Background: an optimization exercise with open tools, aiming at small area, a short achievable clock period and few clock cycles. Do not read the settings as production practice. At most, simulation tests tie the RTL to the original design; equivalence was not proved. No functional check of the RTL was part of run 6. No activity file was given, so power comes from the tool's default toggle rates.

--- design/flow/design.v ---
module inst_cache #(
  parameter int unsigned INC_BITS = 6
) (
  input  logic        clk,
  input  logic        rst,
  input  logic [15:0] instAddr,
  output logic        hit,
  output logic [15:0] instruction,
  output logic        memReq,
  output logic [15:0] memAddr,
  input  logic [15:0] memData,
  input  logic        memReady
);
  logic        act_q;       
  logic [15:0] memAddr_q;
  assign hit         = act_q && memReady && (memAddr_q == instAddr);
  assign instruction = memData;
  assign memReq      = act_q;
  assign memAddr     = memAddr_q;
  always_ff @(posedge clk or posedge rst) begin
    if (rst) act_q <= 1'b0;
    else     act_q <= 1'b1;
  end
  always_ff @(posedge clk) begin
    memAddr_q <= {instAddr[15:INC_BITS], instAddr[INC_BITS-1:0] + INC_BITS'(hit)};
  end
endmodule
--- design/flow/flow/run.sh ---
#!/bin/bash
# Standard ORFS layout, with the port buffers inserted as the smallest plain
# buffer (sky130_fd_sc_hd__buf_1) so the resizer can size them like any other
# buffer.  make's full output goes to flow_make.log.
set -euo pipefail
bash standard.sh "BUFFER_PORTS_ARGS=-buffer_cell sky130_fd_sc_hd__buf_1" finish > flow_make.log 2>&1
--- design/flow/standard.sh ---
#!/bin/bash
# synth_recipe.tcl (not shown) runs the flow's synth.tcl, then flattens the netlist and writes it again
# the make line also repeats each setting of config.mk as NAME=value (left out here)
make -C /OpenROAD-flow-scripts/flow DESIGN_CONFIG=/design/flow/config.mk WORK_HOME=/design/flow/orfs CLKGATE_MAP_FILE= SYNTH_SCRIPT=/design/flow/synth_recipe.tcl "${@:-finish}"
--- design/flow/config.mk ---
export PLATFORM = sky130hd
export DESIGN_NAME = inst_cache
export DESIGN_NICKNAME = inst_cache
export VERILOG_FILES = /design/flow/design.v
export SDC_FILE = /design/flow/constraint.sdc
export NUM_CORES = 4
export LEC_CHECK = 0
export CAP_MARGIN = 20
export CORE_AREA = 3 3 87 87
export DIE_AREA = 0 0 90 90
export SETUP_SLACK_MARGIN = 3
export SLEW_MARGIN = 20
--- design/flow/constraint.sdc ---
create_clock -name core_clock -period 5.5 [get_ports {clk}]
set_input_delay 1.1000 -clock core_clock [delete_from_list [all_inputs] [get_ports {clk}]]
set_output_delay 1.1000 -clock core_clock [all_outputs]
set_load 0.01 [all_outputs]
==> results_dict.tcl, run 1 <==
set metrics [dict create \
    whs_ns 0.6409 \
    cts.root.buffer_cell "clkbuf_8" \
    crit_family "simple AND/OR/NAND/NOR gates" \
    p_seq_share_pct 49.7 \
    grt_pass1_vias 517 \
    drc 0 \
    antenna_found_initial 0 \
    grt_max_degree 11 \
    drt-total-wl_um 1899 \
    crit_required_ns 4.40 \
    ys_top_cells_by_count "buf_4, dfxtp_1, xnor2_1, xor2_1" \
    slew_viol_final 0 \
    end_kind "output port" \
    die-width_um 90 \
    multi_input_area_um2 361.6 \
    synthFlopType "dfxtp_1" \
    setup_viol 0 \
    dp_hpwl_um 1621 \
    clkSinkCount 17 \
    swShare_pct 26.56 \
    drt_pass1_iterations 2 \
    clk_path_buf_depth 2 \
    place_congestion 0.6755 \
    regArea_um2 345.3 \
    path_class "in2out" \
    nFillCells 765 \
    clock_skew_ns 0.008565 \
    tritoncts "yes" \
    p_sw_mw 0.07211 \
    grt_pass1_wl_um 2932 \
    setup_tns_ns 0 \
    synth_cells 66 \
    startpoint_type "input port" \
    crit_path_top_delay_cell "or4_4" \
    ys_async_sr_fraction_pct 5.882 \
    crit_chain "buf_8, xnor2_2, nand4_1, or4_4, nor4_4, buf_2" \
    stdcell_count 184 \
    power.share.clock_pct 36.4 \
    synth_top_area_cell "dfxtp_1" \
    ios 69 \
    total_power_mw 0.2714 \
    final_util_pct 15.88 \
    port_buffers 36 \
    synth_fp_nets 103 \
    hold_viol_final 0 \
    p_int_mw 0.1993 \
    power_frac_comb_pct 13.9 \
    p_per_area_nw_per_um2 258.9 \
    grt_overflow 0 \
    ys_seq_elements 17 \
    die_y_um 90 \
    vias 482 \
    numCtsBuffers 3 \
    fmax_ghz 0.2905 \
    slowest_delay_ns 0.54 \
    path_buf_inv 2 \
    start_util_pct 11.22 \
    core_um2 6604 \
    ir_drop_mv 0.08835 \
    cp.arrival_ns 2.34 \
    drv_cap 0 \
    outcome "no timing/DRC/antenna violations" \
    rows 29 \
    leakage_nw 0.3798 \
    n_antenna_cell 0 \
    drt_iter0_drc 4 \
    detail-route-antenna-nets 0 \
    avgSynthCellArea_um2 11.22 \
    path_clk_slew_ns 0.07 \
    hp-class "in2async" \
    crit_fanout 2 \
    grt_setup_unrepaired "true" \
    vias_per_cell 2.620 \
    dieArea_um2 8100 \
    grt_usage_pct 4.903 \
    final_nets 129 \
    yosys_warnings 1 \
    h-tree-depth 1 \
    area_growth_pct 41.55 \
    synth_area_um2 740.7 \
    ys_types 14 \
    clock_latency_ns 0.26 \
    period_share_pct 62.60 \
    yosys-top-cells-area "dfxtp_1, xnor2_1, buf_4, xor2_1, dfrtp_1" \
    min_period_ns 3.443 \
    synth_top_area_share_pct 43.24 \
    synth_edf_count 0 \
    yosysSeqAreaShare_pct 46.62 \
    wire_per_inst_um 10.32 \
    place_inst 179 \
    drive_gt1_share_pct 28.57 \
]
==> logic make-up after synthesis <==
group / share of synthesized area (%)
xor gates and xnor gates: 24.66
buffers and inverters: 16.72
DFF: 46.62
and+or+nand+nor: 8.108
adders and majority gates: 3.378
other: 0.5063
==> routing by layer <==
layer	wire length (µm)	vias to the layer above	track usage, %	share of wire (%)
met4	8	0	2.423	0.42
li1	-	247	-	-
met1	867	210	6.093	46
met2	846	21	7.094	45
met3	175	4	2.254	9.2
met5	0	-	0	0
==> area by class of cell <==
cell class                      instances  share of cell area [%]
Clock buffer                            3                   3.938
Inverter                                1                  0.3580
Timing Repair Buffer                   37                   16.71
Clock inverter                          1                  0.4773
Sequential cell                        17                   32.94
Tap cell                               93                   11.10
Multi-Input combinational cell         32                   34.49
==> worst register-to-register path, cell delays in order, from the launching register on <==
cell and delay (ns):
dfxtp_1 0.38, xnor2_2 0.13, nand4_1 0.13, or4_4 0.54, nor4_4 0.15, buf_4 0.16
ha_4 0.15, and3_4 0.19, nand3_2 0.06, xnor2_1 0.13
==> metrics by stage <==
stage | instance area (µm²) | worst slack, ns
2_1_floorplan | 805.8 | 2.343
3_3_place_gp | 937.1 | 1.912
3_5_place_dp | 937.1 | 1.895
4_1_cts | 1031 | 2.028
5_1_grt | 1049 | 1.972
6_report | 1049 | 2.057
==> cells in the final DEF, fill, tap and decap left out, drive strengths merged, types with 2 or more instances in the layout <==
cell / instances
clkbuf: 3
ha: 2
buf: 37
nand4: 3
xnor2: 15
nand3: 3
dfxtp: 16
xor2: 5
==> final timing paths <==
kind / end / start / slack, ns / depth (start not counted)
hold reg to reg: memAddr_q[0] / memAddr_q[8] / 0.97 / 4
hold / removal: act_q / rst / 0.64 / 2
setup / recovery: hit / instAddr[12] / 2.06 / 6
min in group core_clock: memAddr_q[12] / instAddr[12] / 0.94 / 1
max in group asynchronous: act_q / rst / 4.77 / 2
setup reg to reg: memAddr_q[5] / memAddr_q[6] / 3.38 / 9
==> repair_timing <==
item / in CTS / in global routing
endpoints found under the setup margin: 6 / 6
endpoints found under the hold margin: 0 / 0
hold buffers: 0 / 0
gates resized for setup: 13 / 4
pin swaps: 6 / 4
setup buffers: 1 / 0
==> state kept, by name, indices dropped and copies added (netlist names) <==
name,cells
memAddr_q,16
act_q,1
==> power by group through the flow <==
stage	logic [mW]	registers [mW]	clock network, mW
floorplan	0.0269	0.141	0
global placement	0.0352	0.137	0
detailed placement	0.0353	0.138	0
CTS	0.0380	0.135	0.107
global route	0.0419	0.136	0.114
finish	0.0379	0.135	0.0988
Testbench counts, summed over its fixed seeds: cycles 33,817.
==> run 2, diff against run 1 <==
==> design/flow/flow/run.sh (replaced) <==
#!/bin/bash
# Standard ORFS layout, with the port buffers inserted as the smallest plain
# buffer (sky130_fd_sc_hd__buf_1) so the resizer can size them like any other
# buffer.  make's full output goes to flow_make.log; ORFS's per-step logs stay
# under orfs/logs.
set -euo pipefail
bash standard.sh "BUFFER_PORTS_ARGS=-buffer_cell sky130_fd_sc_hd__buf_1" finish > flow_make.log 2>&1
--- a/design/flow/config.mk
+++ b/design/flow/config.mk
@@ -7,6 +7,6 @@
 export LEC_CHECK = 0
 export CAP_MARGIN = 20
 export CORE_AREA = 3 3 87 87
+export CTS_BUF_LIST = sky130_fd_sc_hd__clkbuf_4
 export DIE_AREA = 0 0 90 90
-export SETUP_SLACK_MARGIN = 3
 export SLEW_MARGIN = 20
==> run 2 against run 1 <==
  * Still clean on timing, DRC and antenna
  * Worst hold slack lost 0.064 ns
  * Total power shrank 11%
  * Area after synthesis is the same
  * Worst setup slack lost 0.13 ns
  * Clock skew grew 0.00085 ns
  * Combinational power shrank 18%
  * Utilization shrank 2.2 points
  * Non-clock buffer count shrank 1
  * Global-route usage shrank 0.14 points
  * Design area shrank 14%
  * Critical path depth is the same
  * Largest power group unchanged
  * Highest routed layer unchanged
==> results_dict.tcl, run 2 <==
set metrics [dict create \
    area_growth_pct 21.79 \
    final_common_cell "buf_1" \
    ios 69 \
    drt-total-wl_um 1857 \
    grt_max_degree 10 \
    post_cts_buffers 0 \
    largest_register_ffs 16 \
    end_kind "output port" \
    tritoncts "yes" \
    wire_per_inst_um 10.15 \
    drc 0 \
    nFillCells 785 \
    slew_viol_final 0 \
    start_util_pct 11.22 \
    grt_usage_pct 4.764 \
    top_regs "memAddr_q x16, act_q x1" \
    drv_cap 0 \
    final_cell_mix "buf_1, dfxtp_1, xnor2_1, xor2_1, clkbuf_4" \
    n_antenna_cell 0 \
    cp.arrival_ns 2.47 \
    period_share_pct 64.97 \
    p_sw_mw 0.06518 \
    final_nets 128 \
    final_util_pct 13.66 \
    die-width_um 90 \
    fmax_ghz 0.2798 \
    leakage_nw 0.3061 \
    antenna_found_initial 0 \
    p_seq_share_pct 55.3 \
    clk_path_buf_depth 2 \
    rr_startpoint "memAddr_q[13]" \
    path_class "in2out" \
    hold_viol_final 0 \
    path_clk_slew_ns 0.12 \
    startpoint_type "input port" \
    cts_resized 0 \
    core_um2 6604 \
    setup_viol 0 \
    place_congestion 0.6900 \
    top_register "memAddr_q" \
    detailedPlace.worstSlack_ns 1.864 \
    ys_async_sr_fraction_pct 5.882 \
    avgSynthCellArea_um2 11.22 \
    synthFlopType "dfxtp_1" \
    h-tree-depth 1 \
    port_buffers 36 \
    r2r_setup_slack_ns 3.26 \
    synth_top_area_share_pct 43.24 \
    vias_per_cell 2.579 \
    outcome "no timing/DRC/antenna violations" \
    grt_setup_unrepaired "false" \
    grt_pass1_wl_um 2829 \
    yosys_warnings 1 \
    power_frac_comb_pct 12.9 \
    ys_seq_elements 17 \
    rows 29 \
    total_power_mw 0.2425 \
    clock_latency_ns 0.30 \
    cts.root.buffer_cell "clkbuf_4" \
    vias 472 \
    power.share.clock_pct 31.9 \
    p_per_area_nw_per_um2 268.8 \
    drt_pass1_iterations 2 \
    die_y_um 90 \
    hp-class "in2async" \
    multi_input_area_um2 271.5 \
    p_int_mw 0.1773 \
    yosys-top-cells-area "dfxtp_1, xnor2_1, buf_4, xor2_1, dfrtp_1" \
    cts_hold_buf 0 \
    drt_iter0_drc 9 \
    detail-route-antenna-nets 0 \
    clock_skew_ns 0.009417 \
    grt_pass1_vias 525 \
    clkSinkCount 17 \
    drive_gt1_share_pct 6.667 \
    swShare_pct 26.88 \
    r2r_end "memAddr_q[5]" \
    ys_top_cells_by_count "buf_4, dfxtp_1, xnor2_1, xor2_1" \
    numCtsBuffers 3 \
    crit_fanout 2 \
    setup_tns_ns 0 \
    synth_fp_nets 103 \
    grt_overflow 0 \
    ys_types 14 \
    regArea_um2 345.3 \
    synth_area_um2 740.7 \
    dp_hpwl_um 1599 \
    rr_worst_depth 8 \
    yosysSeqAreaShare_pct 46.62 \
    min_period_ns 3.573 \
    dieArea_um2 8100 \
    ir_drop_mv 0.06118 \
    synth_edf_count 0 \
    place_inst 179 \
    fin_ws_ns 1.927 \
    crit_required_ns 4.40 \
    synth_cells 66 \
    stdcell_count 183 \
    synth_top_area_cell "dfxtp_1" \
]
## run 2: cell type report
| class | instances | share of cell area [%] |
|---|---|---|
| sequential | 17 | 38.28 |
| multi-input combinational | 32 | 30.10 |
| timing repair buffer | 36 | 14.98 |
| tap | 93 | 12.90 |
| clock buffer | 4 | 3.329 |
| inverter | 1 | 0.4161 |
## run 2: kinds of logic (layout without fill, tap and decap cells)
group | after synthesis | in the layout | synth area share (%)
xor+xnor | 20 | 20 | 24.66
buf+inv | 17 | 41 | 16.72
other cells | 1 | 1 | 0.5063
flops | 17 | 17 | 46.62
fa+ha+maj | 2 | 2 | 3.378
simple gates | 9 | 9 | 8.108
## run 2: how the worst max path moves through the flow
stage	startpoint	endpoint	slack, ns	depth (start not counted)
after floorplan	instAddr[0]	hit	2.27	4
after global placement	instAddr[12]	hit	1.88	6
after detailed placement	instAddr[12]	hit	1.86	6
after CTS	instAddr[12]	hit	1.86	6
after global routing	instAddr[6]	hit	1.76	6
final	instAddr[13]	hit	1.93	6
## run 2: power groups by stage
stage | clock network, mW | logic (mW) | registers, mW
after global routing | 0.0905 | 0.0347 | 0.135
after floorplan | 0 | 0.0245 | 0.140
after CTS | 0.0840 | 0.0322 | 0.134
after detailed placement | 0 | 0.0321 | 0.137
final | 0.0773 | 0.0312 | 0.134
after global placement | 0 | 0.0317 | 0.137
## run 2: critical path, cell delays in order
cell and delay, ns:
buf_1 0.16, xnor2_2 0.13, nand4_1 0.12, or4_1 0.57, nor4_2 0.20, buf_1 0.19
## run 2: stage by stage
step / area [µm²] / hold WS, ns
after global routing: 902.1 / 0.5606
after CTS: 902.1 / 0.5600
final: 902.1 / 0.5772
after floorplan: 740.7 / 0.8287
after global placement: 872.1 / 0.8266
after detailed placement: 872.1 / 0.8367
## run 2: per-layer routing
layer | GRT usage (%) | wire (µm) | up-vias
li1 | - | - | 242
met1 | 5.337 | 818 | 208
met2 | 7.592 | 849 | 20
met3 | 2.421 | 176 | 2
met4 | 2.041 | 13 | 0
met5 | 0 | 0 | -
==> run 3, diff against run 2 <==
--- a/design/flow/design.v
+++ b/design/flow/design.v
@@ -13,7 +13,19 @@
 );
   logic        act_q;       
   logic [15:0] memAddr_q;
-  assign hit         = act_q && memReady && (memAddr_q == instAddr);
+  logic [15:0] same;        
+  logic [3:0]  nibNe;       
+  logic        notReady;    
+  logic        loHit, hiSame;
+  ic_xnor16 u_same (.a(memAddr_q), .b(instAddr), .y(same));
+  ic_nand4  u_ne0  (.a(same[3:0]),   .y(nibNe[0]));
+  ic_nand4  u_ne1  (.a(same[7:4]),   .y(nibNe[1]));
+  ic_nand4  u_ne2  (.a(same[11:8]),  .y(nibNe[2]));
+  ic_nand4  u_ne3  (.a(same[15:12]), .y(nibNe[3]));
+  ic_nand2  u_nrdy (.a(act_q), .b(memReady), .y(notReady));
+  ic_nor3   u_lo   (.a(nibNe[0]), .b(nibNe[1]), .c(notReady), .y(loHit));
+  ic_nor2   u_hi   (.a(nibNe[2]), .b(nibNe[3]), .y(hiSame));
+  ic_and2   u_hit  (.a(loHit), .b(hiSame), .y(hit));
   assign instruction = memData;
   assign memReq      = act_q;
   assign memAddr     = memAddr_q;
@@ -25,3 +37,45 @@
     memAddr_q <= {instAddr[15:INC_BITS], instAddr[INC_BITS-1:0] + INC_BITS'(hit)};
   end
 endmodule
+module ic_xnor16 (
+  input  logic [15:0] a,
+  input  logic [15:0] b,
+  output logic [15:0] y
+);
+  assign y = ~(a ^ b);
+endmodule
+module ic_nand4 (
+  input  logic [3:0] a,
+  output logic       y
+);
+  assign y = ~&a;
+endmodule
+module ic_nand2 (
+  input  logic a,
+  input  logic b,
+  output logic y
+);
+  assign y = ~(a & b);
+endmodule
+module ic_nor3 (
+  input  logic a,
+  input  logic b,
+  input  logic c,
+  output logic y
+);
+  assign y = ~(a | b | c);
+endmodule
+module ic_nor2 (
+  input  logic a,
+  input  logic b,
+  output logic y
+);
+  assign y = ~(a | b);
+endmodule
+module ic_and2 (
+  input  logic a,
+  input  logic b,
+  output logic y
+);
+  assign y = a & b;
+endmodule
==> design/flow/flow/run.sh (replaced) <==
#!/bin/bash
# Standard ORFS layout, with the port buffers inserted as the smallest plain
# buffer (sky130_fd_sc_hd__buf_1) so the resizer can size them like any other
# buffer.  make's full output goes to flow_make.log.
set -euo pipefail
bash standard.sh "BUFFER_PORTS_ARGS=-buffer_cell sky130_fd_sc_hd__buf_1" finish > flow_make.log 2>&1
--- a/design/flow/config.mk
+++ b/design/flow/config.mk
@@ -7,6 +7,8 @@
 export LEC_CHECK = 0
 export CAP_MARGIN = 20
 export CORE_AREA = 3 3 87 87
-export CTS_BUF_LIST = sky130_fd_sc_hd__clkbuf_4
 export DIE_AREA = 0 0 90 90
+export SETUP_SLACK_MARGIN = 3
 export SLEW_MARGIN = 20
+export SYNTH_HIERARCHICAL = 1
+export SYNTH_MINIMUM_KEEP_SIZE = 0
==> run 3 against run 2 <==
  * Worst hold slack better by 0.067 ns
  * Sequential cell count unchanged
  * Clock power up 21%
  * Design area up 17%
  * Clock skew down 0.0060 ns
  * Area after synthesis up 1.0%
  * Synthesized cell count up 3.0%
  * Sequential share of layout area down 5.4 points
  * Count of clock-buffer cells in the layout unchanged
  * Critical endpoint unchanged
  * Largest cell class unchanged
  * Critical path type unchanged
==> results_dict.tcl, run 3 <==
set metrics [dict create \
    p_per_area_nw_per_um2 253.5 \
    clk_path_buf_depth 2 \
    avgSynthCellArea_um2 11.00 \
    port_buffers 36 \
    total_power_mw 0.2665 \
    top_regs "memAddr_q x16, act_q x1" \
    antenna_found_initial 0 \
    design_area_um2 1051 \
    path_class "in2out" \
    numCtsBuffers 3 \
    n_antenna_cell 0 \
    clock_latency_ns 0.25 \
    setup_tns_ns 0 \
    crit_required_ns 4.40 \
    ys_top_cells_by_count "xnor2_1, buf_4, dfxtp_1, nand4_1" \
    largest_register_ffs 16 \
    synth_area_um2 748.2 \
    setup_viol 0 \
    slew_viol_final 0 \
    synth_top_area_cell "dfxtp_1" \
    synth_fp_nets 105 \
    drt_pass1_iterations 3 \
    final_cell_mix "buf_1, dfxtp_1, xnor2_1, xnor2_2, buf_6" \
    ys_async_sr_fraction_pct 5.882 \
    grt_pass1_wl_um 2546 \
    fmax_ghz 0.3329 \
    ir_drop_mv 0.06910 \
    dieArea_um2 8100 \
    final_util_pct 15.92 \
    yosys-top-cells-area "dfxtp_1, xnor2_1, buf_4, dfrtp_1, ha_1" \
    grt_overflow 0 \
    outcome "no timing/DRC/antenna violations" \
    synthFlopType "dfxtp_1" \
    final_nets 132 \
    dpl_cell_area_um2 912.1 \
    fin_ws_ns 2.496 \
    cts_hold_buf 0 \
    synth_top_area_share_pct 42.81 \
    end_kind "output port" \
    synth_most_common_cell "xnor2_1" \
    vias 510 \
    drt-total-wl_um 1600 \
    hold_viol_final 0 \
    rows 29 \
    hp-class "in2async" \
    cts.root.buffer_cell "clkbuf_8" \
    cp.arrival_ns 1.90 \
    grt_max_degree 10 \
    die_y_um 90 \
    leakage_nw 0.3867 \
    ys_types 16 \
    drt_iter0_drc 9 \
    grt_setup_unrepaired "true" \
    detailedPlace.worstSlack_ns 2.245 \
    core_um2 6604 \
    start_util_pct 11.33 \
    synth_cells 68 \
    drv_cap 0 \
    ys_seq_elements 17 \
    path_clk_slew_ns 0.06 \
    startpoint_type "input port" \
    grt_usage_pct 4.054 \
    drive_gt1_share_pct 26.60 \
    yosysSeqAreaShare_pct 46.15 \
    synth_edf_count 0 \
    area_growth_pct 40.47 \
    vias_per_cell 2.727 \
    top_register "memAddr_q" \
    die-width_um 90 \
    ios 69 \
    min_period_ns 3.004 \
    dp_hpwl_um 1376 \
    crit_fanout 3 \
    drc 0 \
    clock_skew_ns 0.003394 \
    period_share_pct 54.61 \
    tritoncts "yes" \
    clkSinkCount 17 \
    h-tree-depth 1 \
    place_congestion 0.6754 \
    grt_pass1_vias 541 \
    yosys_warnings 7 \
    wire_per_inst_um 8.556 \
    final_common_cell "buf_1" \
    detail-route-antenna-nets 0 \
]
-- run 3: cell type report --
type	count	area [µm²]
Inverter	1	3.754
Multi-Input combinational cell	34	336.6
Timing Repair Buffer	38	203.9
Fill cell	774	5553
Clock buffer	4	45.04
Tap cell	93	116.4
Sequential cell	17	345.3
-- run 3: power by group --
group / total (mW) / leakage (nW) / internal (mW) / switching, mW
combinational: 0.0379 / 0.217 / 0.0215 / 0.0164
clock: 0.0935 / 0.0228 / 0.0513 / 0.0422
sequential: 0.135 / 0.147 / 0.130 / 0.00509
-- run 3: critical path, cell delays in order --
cell     delay [ns]
buf_4          0.14
xnor2_2        0.11
nand4_1        0.15
nor3_2         0.14
and2_4         0.17
buf_6          0.10
-- run 3: through the flow --
step / hold WS (ns) / std cells
global placement: 0.9066 / 181
detailed placement: 0.9105 / 181
floorplan: 0.8287 / 68
CTS: 0.6304 / 186
finish: 0.6445 / 187
global route: 0.6458 / 187
-- run 3: metal layers --
layer	global-route usage (%)	vias up	share of wire, %	wire, µm
met5	0	-	0	0
met4	1.020	0	0	0
met3	2.755	0	14	229
met2	6.907	30	50	795
met1	4.044	227	36	575
li1	-	253	-	-
-- run 3: cells by family after synthesis --
group	synth area share, %
buffers and inverters	16.56
AND/OR/NAND/NOR	10.03
flip-flops	46.15
adder cells (fa/ha/maj)	3.344
XOR/XNOR	23.41
other	0.5012
-- run 3: timing repair --
item | 4_1_cts | 5_1_grt
pin swaps | 7 | 7
buffers inserted | 1 | 1
setup endpoints to repair | 2 | 3
gates resized for setup | 16 | 12
-- run 3: path summary, 6_finish.rpt --
check	cells past startpoint	slack [ns]	start	end
setup / recovery	6	2.50	instAddr[4]	hit
hold / removal	2	0.64	rst	act_q
setup reg to reg	9	3.72	memAddr_q[4]	memAddr_q[4]
hold reg to reg	5	1.00	act_q	memAddr_q[0]
max in group asynchronous	2	4.77	rst	act_q
min in group core_clock	1	0.96	instAddr[7]	memAddr_q[7]
-- run 3: modules after synthesis, one instance, submodules excluded --
| module | copies in the design | flip-flops and latches |
|---|---|---|
| ic_nand2 | 1 | 0 |
| inst_cache | 1 | 17 |
| ic_nor2 | 1 | 0 |
| ic_nor3 | 1 | 0 |
| ic_xnor16 | 1 | 0 |
| ic_and2 | 1 | 0 |
| ic_nand4 | 4 | 0 |
Testbench counts of run 3, summed over its fixed seeds: cycles 33,817.
==> run 4, diff against run 3 <==
--- a/design/flow/config.mk
+++ b/design/flow/config.mk
@@ -7,6 +7,8 @@
 export LEC_CHECK = 0
 export CAP_MARGIN = 20
 export CORE_AREA = 3 3 87 87
+export CTS_CLUSTER_DIAMETER = 100
+export CTS_CLUSTER_SIZE = 30
 export DIE_AREA = 0 0 90 90
 export SETUP_SLACK_MARGIN = 3
 export SLEW_MARGIN = 20
==> run 4 against run 3 <==
  * Total power did not move
  * Clock skew stayed put
  * Routed wire length unchanged
  * Critical endpoint unchanged
  * Largest cell class unchanged
  * Largest power group unchanged
  * Highest routed layer unchanged
==> results_dict.tcl, run 4 <==
set metrics [dict create \
    crit_fanout 3 \
    yosys_warnings 7 \
    area_growth_pct 40.47 \
    synth_most_common_cell "xnor2_1" \
    antenna_found_initial 0 \
    vias_per_cell 2.727 \
    setup_tns_ns 0 \
    synth_top_area_cell "dfxtp_1" \
    clkSinkCount 17 \
    cp.arrival_ns 1.90 \
    die_y_um 90 \
    ios 69 \
    startpoint_type "input port" \
    n_antenna_cell 0 \
    fmax_ghz 0.3329 \
    grt_pass1_wl_um 2546 \
    grt_pass1_vias 541 \
    rows 29 \
    stdcell_count 187 \
    place_congestion 0.6754 \
    crit_required_ns 4.40 \
    drive_gt1_share_pct 26.60 \
    start_util_pct 11.33 \
    r2r_setup_slack_ns 3.72 \
    dpl_cell_area_um2 912.1 \
    rr_worst_depth 9 \
    top_register "memAddr_q" \
    yosys-top-cells-area "dfxtp_1, xnor2_1, buf_4, dfrtp_1, ha_1" \
    hp-class "in2async" \
    ys_async_sr_fraction_pct 5.882 \
    slew_viol_final 0 \
    ir_drop_mv 0.06910 \
    synth_edf_count 0 \
    path_clk_slew_ns 0.06 \
    dp_hpwl_um 1376 \
    end_kind "output port" \
    p_per_area_nw_per_um2 253.5 \
    tritoncts "yes" \
    detail-route-antenna-nets 0 \
    final_cell_mix "buf_1, dfxtp_1, xnor2_1, xnor2_2, buf_6" \
    place_inst 181 \
    die-width_um 90 \
    yosysSeqAreaShare_pct 46.15 \
    synth_area_um2 748.2 \
    min_period_ns 3.004 \
    r2r_end "memAddr_q[4]" \
    clk_path_buf_depth 2 \
    setup.worst_path.end "hit" \
    core_um2 6604 \
    grt_overflow 0 \
    clock_latency_ns 0.25 \
    drt_pass1_iterations 3 \
    outcome "no timing/DRC/antenna violations" \
    largest_register_ffs 16 \
    synth_cells 68 \
    cts.root.buffer_cell "clkbuf_8" \
    numCtsBuffers 3 \
    rr_startpoint "memAddr_q[4]" \
    design_area_um2 1051 \
    ys_types 16 \
    ys_seq_elements 17 \
    grt_usage_pct 4.054 \
    final_nets 132 \
    path_class "in2out" \
    synth_fp_nets 105 \
    grt_setup_unrepaired "true" \
    final_common_cell "buf_1" \
    whs_ns 0.6445 \
    avgSynthCellArea_um2 11.00 \
    synth_top_area_share_pct 42.81 \
    drc 0 \
    leakage_nw 0.3867 \
    wire_per_inst_um 8.556 \
    nFillCells 774 \
    grt_max_degree 10 \
    drv_cap 0 \
    period_share_pct 54.61 \
    ys_top_cells_by_count "xnor2_1, buf_4, dfxtp_1, nand4_1" \
    vias 510 \
    h-tree-depth 1 \
    dieArea_um2 8100 \
    hold_viol_final 0 \
    crit_start "instAddr[4]" \
    port_buffers 36 \
    drt-total-wl_um 1600 \
    synthFlopType "dfxtp_1" \
    setup_viol 0 \
    top_regs "memAddr_q x16, act_q x1" \
    drt_iter0_drc 9 \
    clock_skew_ns 0.003394 \
]
-- run 4: timing repair --
action,CTS,global route
setup endpoints to repair,2,3
buffers inserted,1,1
pin swaps,7,7
hold buffers,0,0
gates resized for setup,16,12
-- run 4: layer usage --
layer	vias up	share of wire, %	GRT usage [%]
met5	-	0	0
met4	0	0	1.020
met3	0	14	2.755
met2	30	50	6.907
met1	227	36	4.044
li1	253	-	-
-- run 4: kinds of logic after synthesis --
kind of cell | Yosys count | share of synthesized area, %
DFF | 17 | 46.15
other | 1 | 0.5012
and+or+nand+nor | 11 | 10.03
adders and majority gates | 2 | 3.344
buffers and inverters | 17 | 16.56
xor gates and xnor gates | 20 | 23.41
-- run 4: layout make-up --
cell class,count,area [µm²],share of cell area (%)
clock buffers,4,45.04,4.286
inverters,1,3.754,0.3571
multi-input cells,34,336.6,32.02
flip-flops and latches,17,345.3,32.86
well taps,93,116.4,11.07
repair buffers,38,203.9,19.40
-- run 4: how the worst min path moves through the flow --
stage | startpoint | endpoint | slack [ns] | cells after the start
2_1_floorplan | rst | act_q | 0.83 | 1
3_3_place_gp | rst | act_q | 0.91 | 2
3_5_place_dp | rst | act_q | 0.91 | 2
4_1_cts | rst | act_q | 0.63 | 2
5_1_grt | rst | act_q | 0.65 | 2
6_report | rst | act_q | 0.64 | 2
-- run 4: worst max-delay path: stages --
cell and delay, ns:
buf_4 0.14, xnor2_2 0.11, nand4_1 0.15, nor3_2 0.14, and2_4 0.17, buf_6 0.10
-- run 4: where the power goes --
group	internal, mW	leakage (nW)	switching, mW
Clock	0.0513	0.0228	0.0422
Sequential	0.130	0.147	0.00509
Combinational	0.0215	0.217	0.0164
Total	0.203	0.387	0.0637
-- run 4: Yosys stat by module (local to each module, per instance) --
module      flops+latches  times used  cells inside
ic_nor2                 0           1             1
ic_and2                 0           1             1
ic_nor3                 0           1             1
ic_nand4                0           4             1
inst_cache             17           1            44
ic_xnor16               0           1            16
ic_nand2                0           1             1
-- run 4: metrics by stage --
step | setup WS, ns | power (mW) | util, %
after detailed placement | 2.245 | 0.1706 | 13.81
after CTS | 2.427 | 0.2740 | 15.33
after global placement | 2.233 | 0.1702 | 13.81
after floorplan | 2.780 | 0.1671 | -
after global routing | 2.409 | 0.2833 | 15.92
final | 2.496 | 0.2665 | 15.92
==> run 5, diff against run 4 <==
--- a/design/flow/config.mk
+++ b/design/flow/config.mk
@@ -6,10 +6,8 @@
 export NUM_CORES = 4
 export LEC_CHECK = 0
 export CAP_MARGIN = 20
-export CORE_AREA = 3 3 87 87
-export CTS_CLUSTER_DIAMETER = 100
-export CTS_CLUSTER_SIZE = 30
-export DIE_AREA = 0 0 90 90
+export CORE_AREA = 3 3 67 67
+export DIE_AREA = 0 0 70 70
 export SETUP_SLACK_MARGIN = 3
 export SLEW_MARGIN = 20
 export SYNTH_HIERARCHICAL = 1
==> run 5 against run 4 <==
  * Critical path depth is the same
  * Combinational power grew about 10%
  * Die area shrank 40%
  * Global-route usage grew 2.8 points
  * Register-to-register slack gained 0.15 ns
  * Clock skew grew 0.0010 ns
  * Sequential cell count is the same
  * Utilization grew 11 points
  * Cell count shrank 25%
  * Routed wire length grew 2.8%
  * Critical endpoint unchanged
  * Largest power group unchanged
==> results_dict.tcl, run 5 <==
set metrics [dict create \
    ios 69 \
    largest_register_ffs 16 \
    wire_per_inst_um 11.74 \
    drt_pass1_iterations 2 \
    path_class "in2out" \
    synth_top_area_cell "dfxtp_1" \
    crit_path_top_delay_cell "nor3_2" \
    slew_viol_final 0 \
    crit_chain "buf_6, xnor2_2, nand4_1, nor3_2, and2_4, buf_6" \
    rows 22 \
    slowest_delay_ns 0.16 \
    synth_most_common_cell "xnor2_1" \
    drv_cap 0 \
    outcome "no timing/DRC/antenna violations" \
    grt_setup_unrepaired "true" \
    ys_types 16 \
    vias 497 \
    clk_path_buf_depth 2 \
    yosys-top-cells-area "dfxtp_1, xnor2_1, buf_4, dfrtp_1, ha_1" \
    synth_area_um2 748.2 \
    grt_pass1_vias 584 \
    end_kind "output port" \
    drc 0 \
    h-tree-depth 1 \
    crit_top_cell "buf_6" \
    p_per_area_nw_per_um2 264.1 \
    tritoncts "yes" \
    path_buf_inv 2 \
    crit_required_ns 4.40 \
    post_cts_buffers 0 \
    cp.arrival_ns 1.89 \
    synth_top_area_share_pct 42.81 \
    grt_overflow 0 \
    leakage_nw 0.4218 \
    crit_fanout 4 \
    start_util_pct 19.70 \
    area_growth_pct 37.29 \
    synth_cells 68 \
    hp-class "in2async" \
    numCtsBuffers 3 \
    final_common_cell "buf_1" \
    setup_tns_ns 0 \
    cts.root.buffer_cell "clkbuf_8" \
    clock_latency_ns 0.25 \
    final_nets 130 \
    top_register "memAddr_q" \
    hold_viol_final 0 \
    port_buffers 36 \
    fmax_ghz 0.3350 \
    drt_iter0_drc 19 \
    die-width_um 70 \
    synth_fp_nets 105 \
    grt_pass1_wl_um 2691 \
    crit_family "simple AND/OR/NAND/NOR gates" \
    drt-total-wl_um 1644 \
    grt_usage_pct 6.869 \
    startpoint_type "input port" \
    final_util_pct 27.04 \
    top_regs "memAddr_q x16, act_q x1" \
    min_period_ns 2.985 \
    die_y_um 70 \
    grt_max_degree 11 \
    ys_seq_elements 17 \
    yosys_warnings 7 \
    clkSinkCount 17 \
    path_clk_slew_ns 0.07 \
    clock_skew_ns 0.004430 \
    dieArea_um2 4900 \
    place_congestion 0.6708 \
    avgSynthCellArea_um2 11.00 \
    n_antenna_cell 0 \
    synthFlopType "dfxtp_1" \
    antenna_found_initial 0 \
    core_um2 3799 \
    detail-route-antenna-nets 0 \
    ys_top_cells_by_count "xnor2_1, buf_4, dfxtp_1, nand4_1" \
    ir_drop_mv 0.08232 \
    yosysSeqAreaShare_pct 46.15 \
    vias_per_cell 3.550 \
    period_share_pct 54.28 \
    setup_viol 0 \
    ys_async_sr_fraction_pct 5.882 \
    drive_gt1_share_pct 35.87 \
    final_cell_mix "buf_1, dfxtp_1, xnor2_2, xnor2_1, buf_6" \
    dp_hpwl_um 1359 \
    synth_edf_count 0 \
]
==> run 5: cell counts after synthesis <==
Identical to the previous run, type by type.
==> run 5: cells by family (layout without fill, tap and decap cells) <==
kind of cell             after synthesis  in the layout  share of synthesized area, %
XOR/XNOR                              20             20                         23.41
flip-flops                            17             17                         46.15
buffers and inverters                 17             41                         16.56
AND/OR/NAND/NOR                       11             11                         10.03
adder cells (fa/ha/maj)                2              2                         3.344
other                                  1              1                        0.5012
==> run 5: repair_timing <==
| action | in CTS | in global routing |
|---|---|---|
| hold buffers | 0 | 0 |
| pin swaps | 10 | 12 |
| endpoints found under the setup margin | 1 | 1 |
| resized for setup | 19 | 17 |
==> run 5: layout make-up <==
type | instances | area (µm²)
repair buffers | 36 | 205.2
multi-input cells | 34 | 366.6
clock inverters | 1 | 5.005
inverters | 1 | 3.754
well taps | 48 | 60.06
flip-flops and latches | 17 | 345.3
clock buffers | 3 | 41.29
fillers | 419 | 2771
==> run 5: routing by layer <==
layer	share of wire (%)	global-route usage, %	vias to the layer above	routed length, µm
met1	40	7.879	219	663
li1	-	-	251	-
met5	0	0	-	0
met4	0.49	2.553	0	8
met3	11	3.309	2	174
met2	49	11.02	25	798
==> run 5: Yosys stat by module, one instance, submodules excluded <==
module / copies in the design / cells inside / flip-flops and latches
inst_cache: 1 / 44 / 17
ic_and2: 1 / 1 / 0
ic_nor2: 1 / 1 / 0
ic_nand4: 4 / 1 / 0
ic_xnor16: 1 / 16 / 0
ic_nand2: 1 / 1 / 0
ic_nor3: 1 / 1 / 0
==> run 5: report_power, final <==
group          leakage [nW]  total [mW]  switching (mW)  internal [mW]
clock                0.0255      0.0938          0.0436         0.0502
combinational         0.250      0.0418          0.0177         0.0240
sequential            0.147       0.136         0.00574          0.130
==> run 5: final timing paths <==
| kind | start | end | slack, ns | cells past startpoint |
|---|---|---|---|---|
| worst max-delay path | instAddr[2] | hit | 2.51 | 6 |
| worst min-delay path | rst | act_q | 0.64 | 2 |
| worst max register to register | memAddr_q[5] | memAddr_q[4] | 3.87 | 8 |
| worst min register to register | act_q | memAddr_q[0] | 0.90 | 4 |
| max in group asynchronous | rst | act_q | 4.77 | 2 |
| min in group core_clock | act_q | memAddr_q[0] | 0.90 | 4 |
==> run 5: per-stage QoR <==
stage	cell area, µm²	cells	setup WS (ns)	power [mW]	hold slack [ns]
final	1027	140	2.515	0.2713	0.6403
after global routing	1027	140	2.467	0.2861	0.6442
after CTS	975.9	140	2.460	0.2727	0.6287
after detailed placement	855.8	136	2.323	0.1708	0.8875
after global placement	855.8	136	2.336	0.1694	0.8632
after floorplan	780.7	68	2.780	0.1671	0.8287
==> run 6, diff against run 5 <==
--- a/design/flow/design.v
+++ b/design/flow/design.v
@@ -1,5 +1,5 @@
 module inst_cache #(
-  parameter int unsigned INC_BITS = 6
+  parameter int unsigned INC_BITS = 5
 ) (
   input  logic        clk,
   input  logic        rst,
--- a/design/flow/config.mk
+++ b/design/flow/config.mk
@@ -6,8 +6,8 @@
 export NUM_CORES = 4
 export LEC_CHECK = 0
 export CAP_MARGIN = 20
-export CORE_AREA = 3 3 67 67
-export DIE_AREA = 0 0 70 70
+export CORE_AREA = 3 3 87 87
+export DIE_AREA = 0 0 90 90
 export SETUP_SLACK_MARGIN = 3
 export SLEW_MARGIN = 20
 export SYNTH_HIERARCHICAL = 1
==> run 6 against run 5 <==
  * Still clean on timing, DRC and antenna
  * Utilization shrank 11 points
  * First-iteration DRC count shrank 11%
  * Sequential power is essentially flat
  * Routed wire length grew 0.43%
  * Combinational power shrank 8.1%
  * Worst hold slack lost 0.0055 ns
  * Synthesized cell count shrank 2.9%
  * Non-clock buffer count grew 3
  * Clock power grew 7%
  * Global-route usage shrank 2.6 points
  * Critical path depth is the same
  * Largest power group unchanged
==> results_dict.tcl, run 6 <==
set metrics [dict create \
    cts_hold_buf 0 \
    multi_input_area_um2 319.1 \
    clkSinkCount 17 \
    grt_pass1_wl_um 2594 \
    outcome "no timing/DRC/antenna violations" \
    cp.arrival_ns 1.93 \
    min_period_ns 3.028 \
    synth_top_family_by_area "XOR/XNOR gates" \
    top_regs "memAddr_q x16, act_q x1" \
    core_um2 6604 \
    dpl_cell_area_um2 887.1 \
    synthFlopType "dfxtp_1" \
    slew_viol_final 0 \
    largest_register_ffs 16 \
    ys_types 14 \
    final_cell_mix "buf_1, dfxtp_1, xnor2_1, xnor2_2, nand4_1" \
    r2r_setup_slack_ns 3.66 \
    grt_max_degree 12 \
    rr_startpoint "memAddr_q[0]" \
    drive_gt1_share_pct 26.88 \
    yosysSeqAreaShare_pct 47.75 \
    r2r_end "memAddr_q[4]" \
    final_nets 131 \
    drt_pass1_iterations 2 \
    setup_tns_ns 0 \
    detail-route-antenna-nets 0 \
    ys_seq_elements 17 \
    regArea_um2 345.3 \
    drv_cap 0 \
    dp_hpwl_um 1367 \
    start_util_pct 10.95 \
    path_class "in2out" \
    leakage_nw 0.3832 \
    yosys_warnings 7 \
    path_clk_slew_ns 0.08 \
    ys_async_sr_fraction_pct 5.882 \
    hold_viol_final 0 \
    h-tree-depth 1 \
    synth_fp_nets 103 \
    grt_overflow 0 \
    synth_most_common_cell "xnor2_1" \
    area_growth_pct 42.73 \
    synth_adder_area_share_pct 3.460 \
    n_antenna_cell 0 \
    synth_cells 66 \
    top_register "memAddr_q" \
    vias 500 \
    vias_per_cell 2.688 \
    crit_fanout 2 \
    drt-total-wl_um 1651 \
    design_area_um2 1032 \
    rr_worst_depth 9 \
    synth_edf_count 0 \
    yosys.area_share.simple_pct 8.131 \
    crit_start "instAddr[0]" \
    drt_iter0_drc 17 \
    final_common_cell "buf_1" \
    die_y_um 90 \
    avgSynthCellArea_um2 10.96 \
    place_congestion 0.6482 \
    setup_viol 0 \
    clock_skew_ns 0.005675 \
    synth_xor_area_share_pct 23.01 \
    synth_top_area_share_pct 44.29 \
    cts.root.buffer_cell "clkbuf_8" \
    wire_per_inst_um 8.876 \
    numCtsBuffers 3 \
    crit_required_ns 4.40 \
    synth_compound_area_share_pct 0 \
    clk_path_buf_depth 2 \
    drc 0 \
    ys_top_cells_by_count "xnor2_1, buf_4, dfxtp_1, nand4_1" \
    rows 29 \
    fmax_ghz 0.3302 \
    ir_drop_mv 0.07012 \
    grt_pass1_vias 542 \
    synth_area_um2 723.2 \
    grt_usage_pct 4.298 \
    p_per_area_nw_per_um2 264.9 \
    nFillCells 763 \
    hp-class "in2async" \
    grt_setup_unrepaired "true" \
    die-width_um 90 \
    end_kind "output port" \
    setup.worst_path.end "hit" \
    startpoint_type "input port" \
    ios 69 \
    yosys-top-cells-area "dfxtp_1, xnor2_1, buf_4, dfrtp_1, ha_1" \
    muxShareOfSynthArea_pct 0 \
    clock_latency_ns 0.26 \
    antenna_found_initial 0 \
    port_buffers 36 \
    synth_top_area_cell "dfxtp_1" \
    period_share_pct 55.06 \
    tritoncts "yes" \
    dieArea_um2 8100 \
]
## run 6: cell count changes after synthesis
cell     before  now
and3_4        1    0
nand3_2       1    0
xor2_1        2    1
nand3_1       1    2
## run 6: final cells by class
type,count,share of cell area [%]
flip-flops and latches,17,33.45
clock buffers,3,4.000
repair buffers,39,19.27
multi-input cells,32,30.91
clock inverters,1,0.7273
well taps,93,11.27
inverters,1,0.3636
## run 6: timing repair
action | in CTS | in global routing
pin swaps | 7 | 6
gates resized for setup | 10 | 12
buffers inserted | 2 | 1
setup endpoints to repair | 1 | 2
## run 6: report_power, final
group / switching [mW] / internal (mW)
combinational: 0.0171 / 0.0213
sequential: 0.00514 / 0.130
clock: 0.0490 / 0.0510
total: 0.0713 / 0.202
## run 6: cells by family after synthesis
family / after synthesis
simple gates: 10
xor+xnor: 19
buf+inv: 17
other cells: 1
flops: 17
fa+ha+maj: 2
## run 6: per-layer routing
metal  track usage [%]  part of all wire (%)  up-vias
met3             2.838                    11        2
met5                 0                     0        -
met4             1.786                  0.85        0
met2             7.218                    51       28
met1             4.146                    37      218
li1                  -                     -      252
## run 6: stage by stage
stage	setup slack (ns)	power (mW)	hold WS, ns	std cells	util, %
6_report	2.472	0.2734	0.6348	186	15.63
5_1_grt	2.401	0.2919	0.6265	186	15.63
4_1_cts	2.410	0.2805	0.6178	185	14.84
3_5_place_dp	2.277	0.1707	0.9116	179	13.43
3_3_place_gp	2.286	0.1702	0.8971	179	13.43
2_1_floorplan	2.780	0.1668	0.8287	66	-
## run 6: worst max-delay path, stage by stage
cell and delay (ns):
buf_2 0.13, xnor2_2 0.12, nand4_1 0.13, nor3_2 0.18
and2_4 0.17, buf_6 0.10
## run 6: worst min-delay path by stage
| stage | endpoint | cells after the start |
|---|---|---|
| 4_1_cts | act_q | 2 |
| 6_report | act_q | 2 |
| 2_1_floorplan | act_q | 1 |
| 3_3_place_gp | memAddr_q[0] | 4 |
| 3_5_place_dp | act_q | 2 |
| 5_1_grt | act_q | 2 |
## run 6: per-module statistics from Yosys, one instance, submodules excluded
module	copies in the design	cells
ic_and2	1	1
ic_nand2	1	1
ic_nor3	1	1
ic_nand4	4	1
ic_nor2	1	1
ic_xnor16	1	16
inst_cache	1	42
==> run 7, diff against run 6 <==
--- a/design/flow/design.v
+++ b/design/flow/design.v
@@ -1,5 +1,5 @@
 module inst_cache #(
-  parameter int unsigned INC_BITS = 5
+  parameter int unsigned INC_BITS = 6
 ) (
   input  logic        clk,
   input  logic        rst,
--- a/design/flow/config.mk
+++ b/design/flow/config.mk
@@ -7,8 +7,9 @@
 export LEC_CHECK = 0
 export CAP_MARGIN = 20
 export CORE_AREA = 3 3 87 87
+export CTS_BUF_LIST = sky130_fd_sc_hd__clkbuf_4
 export DIE_AREA = 0 0 90 90
-export SETUP_SLACK_MARGIN = 3
+export SETUP_SLACK_MARGIN = 2.4
 export SLEW_MARGIN = 20
 export SYNTH_HIERARCHICAL = 1
 export SYNTH_MINIMUM_KEEP_SIZE = 0
==> run 7 against run 6 <==
  * Still clean
  * Register-to-register slack worse by 0.55 ns
  * Largest cell class unchanged
  * Die area unchanged
  * Via count is 4.0% higher
  * Area after synthesis up 3.5%
  * Largest power group unchanged
==> results_dict.tcl, run 7 <==
set metrics [dict create \
    synth_cells 68 \
    clkSinkCount 17 \
    start_util_pct 11.33 \
    clock_latency_ns 0.29 \
    vias 520 \
    n_antenna_cell 0 \
    startpoint_type "input port" \
    synthFlopType "dfxtp_1" \
    core_um2 6604 \
    top_regs "memAddr_q x16, act_q x1" \
    regArea_um2 345.3 \
    slowest_delay_ns 0.22 \
    ys_types 16 \
    ys_top_cells_by_count "xnor2_1, buf_4, dfxtp_1, nand4_1" \
    crit_required_ns 4.40 \
    ys_async_sr_fraction_pct 5.882 \
    use_met1_pct 3.788 \
    p_per_area_nw_per_um2 229.2 \
    ir_drop_mv 0.08213 \
    nFillCells 762 \
    drive_gt1_share_pct 30.30 \
    grt_max_degree 10 \
    synth_top_area_cell "dfxtp_1" \
    vias_per_cell 2.708 \
    drt_iter0_drc 2 \
    outcome "no timing/DRC/antenna violations" \
    grt_pass1_wl_um 2615 \
    cts_hold_buf 0 \
    synth_top_area_share_pct 42.81 \
    end_kind "output port" \
    largest_register_ffs 16 \
    grt_usage_pct 4.140 \
    drt-total-wl_um 1652 \
    crit_fanout 2 \
    grt_overflow 0 \
    grt.met2_usage_pct 7.467 \
    tritoncts "yes" \
    design_area_um2 1074 \
    yosys-top-cells-area "dfxtp_1, xnor2_1, buf_4, dfrtp_1, ha_1" \
    h-tree-depth 1 \
    antenna_found_initial 0 \
    die-width_um 90 \
    synth_fp_nets 105 \
    setup_tns_ns 0 \
    crit_top_cell "buf_6" \
    final_common_cell "buf_1" \
    path_clk_slew_ns 0.10 \
    wire_per_inst_um 8.604 \
    numCtsBuffers 3 \
    busiest_layer "met2" \
    stdcell_count 192 \
    min_period_ns 3.068 \
    top_register "memAddr_q" \
    synth_area_um2 748.2 \
    place_congestion 0.7355 \
    drv_cap 0 \
    slew_viol_final 0 \
    ys_seq_elements 17 \
    met3_usage_pct 2.838 \
    dieArea_um2 8100 \
    dpl_cell_area_um2 879.6 \
    area_growth_pct 43.48 \
    place_inst 181 \
    hp-class "in2async" \
    path_class "in2out" \
    port_buffers 36 \
    clk_path_buf_depth 2 \
    period_share_pct 55.78 \
    setup_viol 0 \
    synth_edf_count 0 \
    leakage_nw 0.4124 \
    cts.root.buffer_cell "clkbuf_4" \
    yosysSeqAreaShare_pct 46.15 \
    crit_chain "buf_6, xnor2_2, nand4_1, nor3_2, and2_4, buf_6" \
    final_util_pct 16.26 \
    grt_setup_unrepaired "true" \
    detail-route-antenna-nets 0 \
    hold_viol_final 0 \
    avgSynthCellArea_um2 11.00 \
    synth_most_common_cell "xnor2_1" \
    dp_hpwl_um 1276 \
    rows 29 \
    total_power_mw 0.2461 \
    drc 0 \
    grt_pass1_vias 584 \
    final_cell_mix "buf_1, dfxtp_1, xnor2_1, buf_6, buf_4" \
    ios 69 \
    die_y_um 90 \
    yosys_warnings 7 \
    cp.arrival_ns 1.97 \
    final_nets 137 \
    fmax_ghz 0.3259 \
    clock_skew_ns 0.001061 \
    multi_input_area_um2 326.6 \
    drt_pass1_iterations 2 \
    crit_path_top_delay_cell "nor3_2" \
]
==> run 7: changes by cell type after synthesis, sizes merged <==
cell / delta
and3: +1
xor2: +1
==> run 7: worst paths after layout <==
| path | start | to | slack, ns | depth (start not counted) |
|---|---|---|---|---|
| hold reg to reg | act_q | memAddr_q[0] | 1.51 | 11 |
| max in group asynchronous | rst | act_q | 4.82 | 2 |
| setup reg to reg | memAddr_q[6] | memAddr_q[4] | 3.11 | 15 |
| setup / recovery | instAddr[6] | hit | 2.43 | 6 |
| hold / removal | rst | act_q | 0.60 | 2 |
| min in group core_clock | instAddr[7] | memAddr_q[7] | 0.91 | 1 |
==> run 7: cell type report <==
cell class              instances  share of cell area (%)
clock buffers                   4                   2.797
inverters                       1                  0.3497
multi-input cells              34                   30.42
flip-flops and latches         17                   32.17
well taps                      93                   10.84
repair buffers                 43                   23.43
==> run 7: metrics by stage <==
stage / hold WS, ns / worst slack (ns)
floorplan: 0.8287 / 2.707
global placement: 0.8334 / 2.177
detailed placement: 0.8670 / 2.186
CTS: 0.5813 / 2.408
global route: 0.5654 / 2.346
finish: 0.5969 / 2.432
==> run 7: cell families (layout without fill, tap and decap cells) <==
logic type | count (synthesis) | in the layout | share of synthesized area, %
xor gates and xnor gates | 20 | 20 | 23.41
DFF | 17 | 17 | 46.15
adders and majority gates | 2 | 2 | 3.344
buffers and inverters | 17 | 48 | 16.56
and+or+nand+nor | 11 | 11 | 10.03
other | 1 | 1 | 0.5012
==> run 7: modules after synthesis (local to each module, per instance), a selection <==
| module | cell area [µm²] | cells inside | copies in the design |
|---|---|---|---|
| ic_nor2 | 3.754 | 1 | 1 |
| ic_and2 | 6.256 | 1 | 1 |
| ic_nand2 | 3.754 | 1 | 1 |
| ic_xnor16 | 140.1 | 16 | 1 |
| ic_nor3 | 10.01 | 1 | 1 |
| inst_cache | 559.3 | 44 | 1 |
==> run 7: worst max-delay path, delay by kind of cell <==
kind                      cells  cell delay [ns]
buffers and inverters         2             0.20
xor gates and xnor gates      1             0.12
and+or+nand+nor               3             0.54
==> run 7: what timing repair did <==
item / in CTS / in global routing
pin swaps: 8 / 7
gates cloned: 0 / 0
setup buffers: 7 / 0
endpoints found under the setup margin: 1 / 1
gates resized for setup: 13 / 21
==> run 7: layer usage <==
layer,up-vias,share of wire (%)
li1,264,-
met1,222,36
met2,32,51
met3,2,13
met4,0,0.48
met5,-,0
==> run 7: power by group <==
| part | leakage, nW | switching [mW] | internal (mW) |
|---|---|---|---|
| registers | 0.147 | 0.00506 | 0.130 |
| clock network | 0.0184 | 0.0404 | 0.0331 |
| logic | 0.247 | 0.0163 | 0.0214 |
| total | 0.412 | 0.0617 | 0.184 |
Testbench counts of run 7, summed over its fixed seeds: cycles 33,817.
==> run 8, diff against run 7 <==
--- a/design/flow/config.mk
+++ b/design/flow/config.mk
@@ -9,7 +9,7 @@
 export CORE_AREA = 3 3 87 87
 export CTS_BUF_LIST = sky130_fd_sc_hd__clkbuf_4
 export DIE_AREA = 0 0 90 90
-export SETUP_SLACK_MARGIN = 2.4
+export SETUP_SLACK_MARGIN = 2.6
 export SLEW_MARGIN = 20
 export SYNTH_HIERARCHICAL = 1
 export SYNTH_MINIMUM_KEEP_SIZE = 0
==> run 8 against run 7 <==
  * Clock power about the same
  * Cell count up 0.52%
  * Sequential cell count unchanged
  * Clock skew about the same
  * Area after synthesis unchanged
  * Routed wire length up 3.1%
  * Die area unchanged
  * Largest cell class is now multi-input gates
  * Maximum frequency down 0.92%
  * Design area up 0.47%
  * Still clean
  * Combinational power up 1%
  * First-iteration DRC count rose to 2.5 times the previous value
==> results_dict.tcl, run 8 <==
set metrics [dict create \
    outcome "no timing/DRC/antenna violations" \
    vias 532 \
    clkSinkCount 17 \
    avgSynthCellArea_um2 11.00 \
    grt_setup_unrepaired "true" \
    synth_cells 68 \
    period_share_pct 56.30 \
    crit_chain "buf_6, xnor2_2, nand4_1, nor3_2, and2_1, buf_2" \
    crit_path_top_delay_cell "nor3_2" \
    setup_viol 0 \
    crit_family "simple AND/OR/NAND/NOR gates" \
    final_cell_mix "buf_1, dfxtp_1, xnor2_1, buf_4, xnor2_2" \
    rr_startpoint "memAddr_q[2]" \
    path_clk_slew_ns 0.10 \
    multi_input_area_um2 346.6 \
    synth_top_area_share_pct 42.81 \
    largest_register_ffs 16 \
    dpl_cell_area_um2 879.6 \
    n_antenna_cell 0 \
    ys_seq_elements 17 \
    path_class "in2out" \
    hp-class "in2async" \
    crit_required_ns 4.40 \
    grt_pass1_vias 611 \
    tritoncts "yes" \
    total_power_mw 0.2464 \
    ys_types 16 \
    drt-total-wl_um 1704 \
    cp.depth 6 \
    synth_area_um2 748.2 \
    clock_skew_ns 0.001196 \
    ys_async_sr_fraction_pct 5.882 \
    top_regs "memAddr_q x16, act_q x1" \
    antenna_found_initial 0 \
    path_buf_inv 2 \
    vias_per_cell 2.756 \
    crit_start "instAddr[3]" \
    p_per_area_nw_per_um2 228.5 \
    start_util_pct 11.33 \
    setup_tns_ns 0 \
    design_area_um2 1079 \
    wire_per_inst_um 8.829 \
    dieArea_um2 8100 \
    detail-route-antenna-nets 0 \
    slew_viol_final 0 \
    numCtsBuffers 3 \
    fmax_ghz 0.3229 \
    cp.arrival_ns 2.00 \
    place_congestion 0.7355 \
    grt_max_degree 10 \
    drt_iter0_drc 5 \
    port_buffers 36 \
    core_um2 6604 \
    h-tree-depth 1 \
    yosysSeqAreaShare_pct 46.15 \
    cts.root.buffer_cell "clkbuf_4" \
    yosys_warnings 7 \
    slowest_delay_ns 0.20 \
    rows 29 \
    final_util_pct 16.33 \
    clock_latency_ns 0.29 \
    drt_pass1_iterations 2 \
    final_nets 138 \
    synth_fp_nets 105 \
    r2r_end "memAddr_q[5]" \
    grt_usage_pct 4.366 \
    startpoint_type "input port" \
    min_period_ns 3.097 \
    synthFlopType "dfxtp_1" \
    final_common_cell "buf_1" \
    grt_overflow 0 \
    die-width_um 90 \
    area_growth_pct 44.15 \
    crit_fanout 4 \
    setup.worst_path.end "hit" \
    die_y_um 90 \
    ys_top_cells_by_count "xnor2_1, buf_4, dfxtp_1, nand4_1" \
    synth_most_common_cell "xnor2_1" \
    drv_cap 0 \
    nFillCells 764 \
    synth_top_area_cell "dfxtp_1" \
    r2r_setup_slack_ns 3.17 \
    ir_drop_mv 0.08328 \
    drc 0 \
    dp_hpwl_um 1276 \
    end_kind "output port" \
    top_register "memAddr_q" \
    rr_worst_depth 15 \
    clk_path_buf_depth 2 \
    grt_pass1_wl_um 2780 \
    synth_edf_count 0 \
    regArea_um2 345.3 \
    yosys-top-cells-area "dfxtp_1, xnor2_1, buf_4, dfrtp_1, ha_1" \
    leakage_nw 0.4100 \
    drive_gt1_share_pct 32.00 \
    hold_viol_final 0 \
    ios 69 \
]
run 8: how the worst min path moves through the flow:
stage          depth (start not counted)  slack, ns   from      endpoint
6_report                               2       0.60    rst         act_q
5_1_grt                                2       0.57    rst         act_q
4_1_cts                                2       0.58    rst         act_q
3_5_place_dp                           4       0.87  act_q  memAddr_q[0]
3_3_place_gp                           4       0.83  act_q  memAddr_q[0]
2_1_floorplan                          1       0.83    rst         act_q
run 8: what timing repair did:
item                       in CTS  in global routing
gates resized for setup        22                  4
setup endpoints to repair       1                  4
pin swaps                      11                  2
setup buffers                   8                  0
hold buffers                    0                  0
run 8: power by group:
group | internal (mW) | switching, mW
combinational | 0.0212 | 0.0169
clock | 0.0331 | 0.0401
sequential | 0.130 | 0.00520
run 8: final cells by class:
class / instances / share of cell area (%)
timing repair buffer: 44 / 21.93
inverter: 1 / 0.3480
tap: 93 / 10.79
clock buffer: 4 / 2.784
sequential: 17 / 32.02
multi-input combinational: 34 / 32.13
run 8: routing by layer:
layer / GRT usage [%] / vias to the layer above / wire (µm)
li1: - / 266 / -
met1: 4.038 / 224 / 605
met2: 7.405 / 36 / 814
met3: 2.838 / 6 / 217
met4: 2.168 / 0 / 66
met5: 0 / - / 0
run 8: metrics by stage:
stage	hold slack [ns]	worst slack (ns)	instances
2_1_floorplan	0.8287	2.707	68
3_3_place_gp	0.8334	2.177	181
3_5_place_dp	0.8670	2.186	181
4_1_cts	0.5813	2.439	193
5_1_grt	0.5654	2.368	193
6_report	0.5974	2.403	193
run 8: kinds of logic after synthesis:
logic type	count (synthesis)	synth area share [%]
xor+xnor	20	23.41
fa+ha+maj	2	3.344
flops	17	46.15
simple gates	11	10.03
other cells	1	0.5012
buf+inv	17	16.56
run 8: modules after synthesis, one instance, submodules excluded:
module	times used	flip-flops and latches
ic_nand4	4	0
ic_xnor16	1	0
ic_nand2	1	0
inst_cache	1	17
ic_nor3	1	0
ic_and2	1	0
ic_nor2	1	0
==> run 9, diff against run 8 <==
--- a/design/flow/config.mk
+++ b/design/flow/config.mk
@@ -9,7 +9,7 @@
 export CORE_AREA = 3 3 87 87
 export CTS_BUF_LIST = sky130_fd_sc_hd__clkbuf_4
 export DIE_AREA = 0 0 90 90
-export SETUP_SLACK_MARGIN = 2.6
+export SETUP_SLACK_MARGIN = 2.8
 export SLEW_MARGIN = 20
 export SYNTH_HIERARCHICAL = 1
 export SYNTH_MINIMUM_KEEP_SIZE = 0
==> run 9 against run 8 <==
  * Still clean on timing, DRC and antenna
  * Global-route usage fell by 0.45 points
  * Total power rose by 0.56%
  * Via count fell by 4.3%
  * Non-clock buffer count fell by 6
  * Critical path depth did not move
  * Routed wire length fell by 5.4%
  * First-iteration DRC count fell by 100%
  * Critical path type unchanged
  * Largest cell class is now sequential cells
==> results_dict.tcl, run 9 <==
set metrics [dict create \
    clock_skew_ns 0.006702 \
    crit_required_ns 4.40 \
    drive_gt1_share_pct 26.60 \
    end_kind "output port" \
    final_cell_mix "buf_1, dfxtp_1, xnor2_1, xnor2_2, buf_6" \
    setup_viol 0 \
    drt-total-wl_um 1612 \
    ys_types 16 \
    cts.root.buffer_cell "clkbuf_4" \
    avgSynthCellArea_um2 11.00 \
    dp_hpwl_um 1376 \
    crit_fanout 3 \
    synth_edf_count 0 \
    synth_cells 68 \
    synthFlopType "dfxtp_1" \
    largest_register_ffs 16 \
    period_share_pct 54.60 \
    detail-route-antenna-nets 0 \
    top_register "memAddr_q" \
    yosysSeqAreaShare_pct 46.15 \
    drv_cap 0 \
    yosys_warnings 7 \
    synth_area_um2 748.2 \
    synth_top_area_share_pct 42.81 \
    top_regs "memAddr_q x16, act_q x1" \
    wire_per_inst_um 8.620 \
    crit_chain "buf_8, xnor2_2, nand4_1, nor3_2, and2_4, buf_6" \
    tritoncts "yes" \
    drt_iter0_drc 0 \
    fin_ws_ns 2.497 \
    clkSinkCount 17 \
    hold_viol_final 0 \
    outcome "no timing/DRC/antenna violations" \
    dpl_cell_area_um2 912.1 \
    die_y_um 90 \
    synth_top_area_cell "dfxtp_1" \
    drc 0 \
    grt_usage_pct 3.914 \
    synth_fp_nets 105 \
    vias_per_cell 2.722 \
    ys_top_cells_by_count "xnor2_1, buf_4, dfxtp_1, nand4_1" \
    slowest_delay_ns 0.17 \
    cts_hold_buf 0 \
    min_period_ns 3.003 \
    slew_viol_final 0 \
    crit_family "simple AND/OR/NAND/NOR gates" \
    rows 29 \
    ys_seq_elements 17 \
    dieArea_um2 8100 \
    ios 69 \
    numCtsBuffers 3 \
    grt_setup_unrepaired "true" \
    antenna_found_initial 0 \
    port_buffers 36 \
    place_congestion 0.6754 \
    p_per_area_nw_per_um2 239.8 \
    start_util_pct 11.33 \
    yosys-top-cells-area "dfxtp_1, xnor2_1, buf_4, dfrtp_1, ha_1" \
    path_clk_slew_ns 0.10 \
    hp-class "in2async" \
    path_buf_inv 2 \
    startpoint_type "input port" \
    clock_latency_ns 0.29 \
    detailedPlace.worstSlack_ns 2.245 \
    final_common_cell "buf_1" \
    drt_pass1_iterations 1 \
    final_util_pct 15.65 \
    grt_max_degree 10 \
    setup_tns_ns 0 \
    cp.arrival_ns 1.90 \
    leakage_nw 0.3845 \
    area_growth_pct 38.13 \
    vias 509 \
    fmax_ghz 0.3330 \
    grt_overflow 0 \
    grt_pass1_vias 535 \
    crit_path_top_delay_cell "nor3_2" \
    clk_path_buf_depth 2 \
    die-width_um 90 \
    grt_pass1_wl_um 2518 \
    path_class "in2out" \
    final_nets 132 \
    ys_async_sr_fraction_pct 5.882 \
    synth_most_common_cell "xnor2_1" \
    design_area_um2 1033 \
    h-tree-depth 1 \
    n_antenna_cell 0 \
    ir_drop_mv 0.08603 \
    core_um2 6604 \
]
[run 9: cell types whose count changed in the layout (fill, tap and decap cells not counted), sizes merged]
| cell | change |
|---|---|
| buf | -6 |
[run 9: Yosys stat by module, one instance, submodules excluded]
module      cell area, µm²  times used  flops+latches
ic_nand2             3.754           1              0
ic_and2              6.256           1              0
ic_nor3              10.01           1              0
inst_cache           559.3           1             17
ic_xnor16            140.1           1              0
ic_nand4             6.256           4              0
ic_nor2              3.754           1              0
[run 9: final timing paths]
path,to,from,depth (start not counted),slack (ns)
max in group asynchronous,act_q,rst,2,4.82
min,act_q,rst,2,0.59
max reg2reg,memAddr_q[4],memAddr_q[0],9,3.71
min reg2reg,memAddr_q[0],act_q,5,1.00
min in group core_clock,memAddr_q[7],instAddr[7],1,0.91
max,hit,instAddr[2],6,2.50
[run 9: area by class of cell]
type,count,area (µm²)
fill,773,5570
tap,93,116.4
inverter,1,3.754
clock buffer,4,30.03
timing repair buffer,38,203.9
sequential,17,345.3
multi-input combinational,34,334.1
[run 9: report_power, final]
part / total [mW] / switching (mW) / internal, mW
Clock: 0.0750 / 0.0419 / 0.0331
Sequential: 0.135 / 0.00511 / 0.130
Combinational: 0.0378 / 0.0163 / 0.0215
[run 9: kinds of logic after synthesis]
| logic type | count (synthesis) | share of synthesized area [%] |
|---|---|---|
| xor+xnor | 20 | 23.41 |
| fa+ha+maj | 2 | 3.344 |
| buf+inv | 17 | 16.56 |
| flops | 17 | 46.15 |
| other cells | 1 | 0.5012 |
| simple gates | 11 | 10.03 |
[run 9: what timing repair did]
action	CTS	global route
resized for setup	16	11
pin swaps	7	7
setup buffers	1	1
setup endpoints to repair	1	1
hold endpoints to repair	0	0
[run 9: metal layers]
layer	track usage [%]	share of wire, %
met1	3.994	36
met5	0	0
met2	7.032	50
met3	2.504	13
met4	0.2551	0
[run 9: metrics by stage]
step           power, mW  hold WS [ns]  instances
4_1_cts           0.2526        0.5737        186
3_3_place_gp      0.1702        0.9066        181
6_report          0.2478        0.5947        187
2_1_floorplan     0.1671        0.8287         68
3_5_place_dp      0.1706        0.9105        181
5_1_grt           0.2619        0.5876        187

[afterwards: timing with drivers on the ports]
In the flow no input, the clock included, has a driving cell. The finished layouts below were timed again as built, in two steps. Step 1, drivers: a clkbuf_16 drives clk and a buf_2 each remaining input, both assumed. Step 2 also shifts input and output timing later by t, the mid clock arrival at the registers, as if the neighbouring blocks saw the same clock. Three values: no drivers, after step 1, after step 2; two values: the first two.
run | t (ns) | slack for setup (ns) | worst setup path at the end | latest minus earliest clock arrival (ns) | slew at the worst register clock pin (ns)
run 1 | 0.277 | 2.057 / 2.012 / 2.012 | input to output | 0.009 / 0.008 | 0.08 / 0.08
run 2 | 0.314 | 1.927 / 1.900 / 1.900 | input to output | 0.009 / 0.010 | 0.12 / 0.12
run 3 | 0.269 | 2.496 / 2.457 / 2.457 | input to output | 0.003 / 0.004 | 0.07 / 0.07
run 4 | 0.269 | 2.496 / 2.457 / 2.457 | input to output | 0.003 / 0.004 | 0.07 / 0.07
run 5 | 0.272 | 2.515 / 2.480 / 2.480 | input to output | 0.005 / 0.005 | 0.07 / 0.07
run 6 | 0.279 | 2.472 / 2.436 / 2.436 | input to output | 0.006 / 0.005 | 0.08 / 0.08
run 7 | 0.307 | 2.432 / 2.399 / 2.252 | input to register | 0.002 / 0.001 | 0.10 / 0.10
run 8 | 0.306 | 2.403 / 2.357 / 2.318 | input to register | 0.001 / 0.001 | 0.10 / 0.10
run 9 | 0.308 | 2.497 / 2.450 / 2.450 | input to output | 0.006 / 0.007 | 0.11 / 0.11
After both steps every run listed still meets setup and hold. For run 7, which loses most, drivers alone change the setup slack by -0.033 ns; drivers and shift together by -0.180 ns.
